Context: an optimization exercise on an open-source flow, tuned for small area. The choices shown serve that exercise and are no tape-out recipe. Where RTL was checked, it was by simulation tests only, not by an equivalence proof against the original. Power is estimated from default activity; no workload was simulated.

## before
==> module pi_loop_top, before the edit <==
module pi_loop_top (
  input  logic                 clk,
  input  logic                 rst_n,
  input  logic                 arm,
  input  logic signed [17:0]   cfg_setpt,    
  input  logic signed [47:0]   cfg_alpha,    
  input  logic signed [47:0]   cfg_p,        
  input  logic [15:0]          cfg_delay,    
  output logic                 adc_sck,
  output logic                 adc_conv,
  input  logic                 adc_in,
  output logic                 dac_sck,
  output logic                 dac_ss,
  output logic                 dac_out,
  output logic signed [18:0]   status_err_cur,
  output logic signed [67:0]   status_adj
);
  localparam logic [1:0] s_idle = 2'd0, s_dly = 2'd1, s_run = 2'd2, s_dac = 2'd3;
  logic [1:0]  st;
  logic        cap, clr;           
  logic [15:0] n;                  
  wire idle = (st == s_idle);
  wire dly  = (st == s_dly);
  wire run  = (st == s_run);       
  wire dacp = (st == s_dac);       
  wire [6:0] n7 = n[6:0];
  wire [7:0] n8 = n[7:0];
  wire tdone   = dly && !cap && (&n[15:1]);
  wire run_end = run && (n7 == 7'd96);
  wire dac_end = dacp && (n8 == 8'd192);
  always_ff @(posedge clk) begin
    if (!rst_n) begin
      st  <= s_idle;
      cap <= 1'b0;
      clr <= 1'b0;
    end else begin
      cap <= idle && arm;
      clr <= idle && !arm;
      case (st)
        s_idle:  if (arm) st <= s_dly;
        s_dly:   if (tdone) st <= s_run;
        s_run:   if (run_end) st <= s_dac;
        default: if (dac_end) st <= s_idle;
      endcase
    end
  end
  always_ff @(posedge clk) begin
    if (cap) n <= ~cfg_delay;      
    else if (tdone) n <= '1;
    else if (run_end) n <= '0;
    else n <= n + 1'b1;
  end
  logic signed [47:0] alpha_q, p_q;
  logic [18:0]        ws;          
  logic               tbit;        
  logic signed [18:0] err_q;
  logic signed [67:0] adj_q;
  logic               epz;         
  always_ff @(posedge clk) begin
    if (cap) begin
      alpha_q <= cfg_alpha;
      p_q     <= cfg_p;
    end
  end
  wire       samp  = run && (n7[1:0] == 2'd3) && (n7 <= 7'd71);
  wire [4:0] kb    = n7[6:2];      
  wire       t_new = ws[18];
  wire       nz    = adc_in ^ t_new;
  wire       dneg  = nz && ((kb == 5'd0) ? adc_in : t_new);
  logic [18:0] ws_next;
  always_comb begin
    logic bw;
    bw = dneg;
    ws_next[0] = nz;
    for (int b = 0; b < 18; b++) begin
      ws_next[b+1] = ws[b] ^ (bw && (b[4:0] <= kb));
      bw = bw && !ws[b];
    end
  end
  always_ff @(posedge clk) begin
    if (cap) ws <= {cfg_setpt, 1'b0};
    else if (samp) ws <= ws_next;
    if (samp) tbit <= t_new;
  end
  always_ff @(posedge clk) begin
    if (run && n7 == 7'd75) err_q <= ws;
  end
  assign adc_conv = run && (n7 <= 7'd1);
  assign adc_sck  = run && !n7[1] && (n7 >= 7'd4) && (n7 <= 7'd73);
  logic [67:0] qr;                 
  logic        msb, c1, c2;        
  wire       act   = run && (n7 <= 7'd75);
  wire [1:0] j     = n7[1:0];
  wire [4:0] i     = n7[6:2];      
  wire       first = (i == 5'd0);
  logic ep_b, a_b;
  always_comb begin
    ep_b = 1'b0; a_b = 1'b0;
    for (int k = 0; k <= 18; k++) begin
      if (i == k[4:0]) begin
        if (k >= 1) a_b = adj_q[18-k];
        ep_b = err_q[18-k];
      end
    end
  end
  wire aen  = !first && ws[0];      
  wire aneg = tbit ^ (i == 5'd1);
  wire pen  = ep_b && !epz;
  wire pneg = !first;
  wire [67:0] alpha_x = {{20{alpha_q[47]}}, alpha_q};
  wire [67:0] p_x     = {{20{p_q[47]}}, p_q};
  wire [67:0] ash_x   = {18'd0, adj_q[67:18]};
  logic [16:0] ach, pch, shch;
  always_comb begin
    case (j)
      2'd0: begin ach = alpha_x[16:0];  pch = p_x[16:0];  shch = ash_x[16:0];  end
      2'd1: begin ach = alpha_x[33:17]; pch = p_x[33:17]; shch = ash_x[33:17]; end
      2'd2: begin ach = alpha_x[50:34]; pch = p_x[50:34]; shch = ash_x[50:34]; end
      default: begin ach = alpha_x[67:51]; pch = p_x[67:51]; shch = ash_x[67:51]; end
    endcase
  end
  wire [16:0] u = first ? shch : {qr[15:0], (j == 2'd0) ? a_b : msb};
  wire [16:0] v = aen ? (ach ^ {17{aneg}}) : 17'd0;
  wire [16:0] w = pen ? (pch ^ {17{pneg}}) : 17'd0;
  wire [16:0] cs = u ^ v ^ w;
  wire [16:0] cc = (u & v) | (u & w) | (v & w);
  wire        k1 = (j == 2'd0) ? (aen & aneg) : c1;
  wire        k2 = (j == 2'd0) ? (pen & pneg) : c2;
  wire [17:0] r  = {1'b0, cs} + {1'b0, cc[15:0], k1} + {17'd0, k2};
  always_ff @(posedge clk) begin
    msb <= qr[16];
    c1  <= cc[16];
    c2  <= r[17];
    qr  <= {act ? r[16:0] : qr[16:0], qr[67:17]};
  end
  always_ff @(posedge clk) begin
    if (!rst_n || clr) begin
      adj_q <= '0;
      epz   <= 1'b1;
    end else if (run && n7 == 7'd95) begin
      adj_q <= {qr[16:0], qr[67:51], qr[50:34], qr[33:17]};
      epz   <= 1'b0;
    end
  end
  wire [36:0] rt   = adj_q[67:31];
  wire        fits = (&rt[36:19]) || !(|rt[36:19]);
  wire [19:0] dac_val = fits ? rt[19:0] : (rt[36] ? 20'h80000 : 20'h7ffff);
  wire [23:0] frame = {4'b0010, dac_val};
  always_comb begin
    dac_out = 1'b0;
    for (int k = 0; k < 24; k++)
      if (n8[7:3] == k[4:0]) dac_out = frame[23-k];
  end
  assign dac_ss  = !(dacp && (n8 < 8'd192));
  assign dac_sck = dacp && (n8 < 8'd192) && n8[2];
  assign status_err_cur = err_q;
  assign status_adj     = adj_q;
endmodule
==> flow/config.mk <==
export PLATFORM = sky130hd
export DESIGN_NAME = pi_loop_top
export DESIGN_NICKNAME = pi_loop_top
export VERILOG_FILES = /design/flow/design.v
export SDC_FILE = /design/flow/constraint.sdc
export NUM_CORES = 4
export LEC_CHECK = 0
export CAP_MARGIN = 20
export CORE_MARGIN = 2
export CORE_UTILIZATION = 30
export SLEW_MARGIN = 20
==> flow/constraint.sdc <==
create_clock -name core_clock -period 7.0 [get_ports {clk}]
set_input_delay 1.4000 -clock core_clock [delete_from_list [all_inputs] [get_ports {clk}]]
set_output_delay 1.4000 -clock core_clock [all_outputs]
set_load 0.01 [all_outputs]
run.sh (not shown) runs the stock make flow with config.mk's settings and CLKGATE_MAP_FILE= SYNTH_SCRIPT=/design/flow/synth_recipe.tcl, a recipe that flattens the netlist after the stock synthesis.
Both conditions hold for before: the flow ran to the end and the final layout passed the timing, DRC and antenna checks.
What after does differently from before at the input level:
--- a/flow/design.v
+++ b/flow/design.v
@@ -79,67 +79,54 @@
   always_ff @(posedge clk) begin
     if (cap) n <= ~cfg_delay;      
     else if (tdone) n <= '1;
     else if (run_end) n <= '0;
     else n <= n + 1'b1;
   end
+  logic signed [17:0] setpt_q;
   logic signed [47:0] alpha_q, p_q;
-  logic [18:0]        ws;          
-  logic               tbit;        
+  logic [17:0]        sh;
   logic signed [18:0] err_q;
   logic signed [67:0] adj_q;
   logic               epz;         
   always_ff @(posedge clk) begin
     if (cap) begin
+      setpt_q <= cfg_setpt;
       alpha_q <= cfg_alpha;
       p_q     <= cfg_p;
     end
   end
-  wire       samp  = run && (n7[1:0] == 2'd3) && (n7 <= 7'd71);
-  wire [4:0] kb    = n7[6:2];      
-  wire       t_new = ws[18];
-  wire       nz    = adc_in ^ t_new;
-  wire       dneg  = nz && ((kb == 5'd0) ? adc_in : t_new);
-  logic [18:0] ws_next;
-  always_comb begin
-    logic bw;
-    bw = dneg;
-    ws_next[0] = nz;
-    for (int b = 0; b < 18; b++) begin
-      ws_next[b+1] = ws[b] ^ (bw && (b[4:0] <= kb));
-      bw = bw && !ws[b];
-    end
+  wire samp = run && (n7[1:0] == 2'd3) && (n7 <= 7'd71);
+  always_ff @(posedge clk) begin
+    if (samp) sh <= {sh[16:0], adc_in};
   end
   always_ff @(posedge clk) begin
-    if (cap) ws <= {cfg_setpt, 1'b0};
-    else if (samp) ws <= ws_next;
-    if (samp) tbit <= t_new;
-  end
-  always_ff @(posedge clk) begin
-    if (run && n7 == 7'd75) err_q <= ws;
+    if (run && n7 == 7'd75) err_q <= {sh[17], sh} - {setpt_q[17], setpt_q};
   end
   assign adc_conv = run && (n7 <= 7'd1);
   assign adc_sck  = run && !n7[1] && (n7 >= 7'd4) && (n7 <= 7'd73);
   logic [67:0] qr;                 
   logic        msb, c1, c2;        
   wire       act   = run && (n7 <= 7'd75);
   wire [1:0] j     = n7[1:0];
   wire [4:0] i     = n7[6:2];      
   wire       first = (i == 5'd0);
-  logic ep_b, a_b;
+  logic t_b, ep_b, a_b;
   always_comb begin
-    ep_b = 1'b0; a_b = 1'b0;
+    t_b = 1'b0; ep_b = 1'b0; a_b = 1'b0;
     for (int k = 0; k <= 18; k++) begin
       if (i == k[4:0]) begin
+        if (k >= 1) t_b = setpt_q[18-k];
         if (k >= 1) a_b = adj_q[18-k];
         ep_b = err_q[18-k];
       end
     end
   end
-  wire aen  = !first && ws[0];      
-  wire aneg = tbit ^ (i == 5'd1);
+  wire s_b  = sh[0];
+  wire aen  = !first && (s_b ^ t_b);
+  wire aneg = (i == 5'd1) ? s_b : t_b;
   wire pen  = ep_b && !epz;
   wire pneg = !first;
   wire [67:0] alpha_x = {{20{alpha_q[47]}}, alpha_q};
   wire [67:0] p_x     = {{20{p_q[47]}}, p_q};
   wire [67:0] ash_x   = {18'd0, adj_q[67:18]};
   logic [16:0] ach, pch, shch;
Notes after the runs:
- Taking after as 1.0, before lands at 0.915 on reported clock group power.
- after reports its cell type of the slowest stage on the worst timing path as sky130_fd_sc_hd__dfxtp_1 while before reports sky130_fd_sc_hd__o41ai_1.
- The hold slack reported for after is smaller than that of before by 0.0092 ns.
- Synthesis left after with more flip-flops than before.
- In the reports for before and after, the smaller ratio of cells with drive above 1 in the final layout belongs to after.
- before -> after: cell area after synthesis increased by a few percent
- Compare before and after | via count lower: before
- after: power per standard cell area higher than before
- Maximum frequency was lower in the run labelled after.
- Part of the power in the clock network (after over before): decrease, 2.9 points
- Of before and after, after shows the lower number of signal-net buffers in the layout, with before above it.
- Min TritonCTS buffer count across before and after: before
- [after vs before] synthesized area per cell: higher in after
- In the tables for before and after, total area of multi-input combinational cells reads lower with before.
The RTL of before was laid out without a check of its function.

==> static timing again, ports no longer ideal <==
No port has a modelled driver above. Below, the same layouts with a new extraction and two added sets of constraints. Step 1 (the two cells are an assumption about what drives the block):
set clk [get_ports {clk}]
set_driving_cell -lib_cell sky130_fd_sc_hd__clkbuf_16 $clk
set_driving_cell -lib_cell sky130_fd_sc_hd__buf_2 [delete_from_list [all_inputs] $clk]
Step 2 adds t to the input delays and takes it off the output delays; t is the mean of the earliest and latest rising clock arrival at the registers after step 1. Input paths then give back, and output paths get back, about the clock's delay inside the block. Three values: ideal ports, drivers, drivers and shift; two values: the first two.
run | t, ns | setup slack, ns | hold WS [ns] | worst setup path at the end | worst slew at a driven data input, ns
before | 0.587 | 1.041 / 1.041 / 1.041 | 0.347 / 0.347 / 0.347 | register to register | 0.05
after | 0.602 | 0.679 / 0.679 / 0.679 | 0.338 / 0.338 / 0.338 | register to register | 0.07
After both steps setup and hold are still met in every run listed.
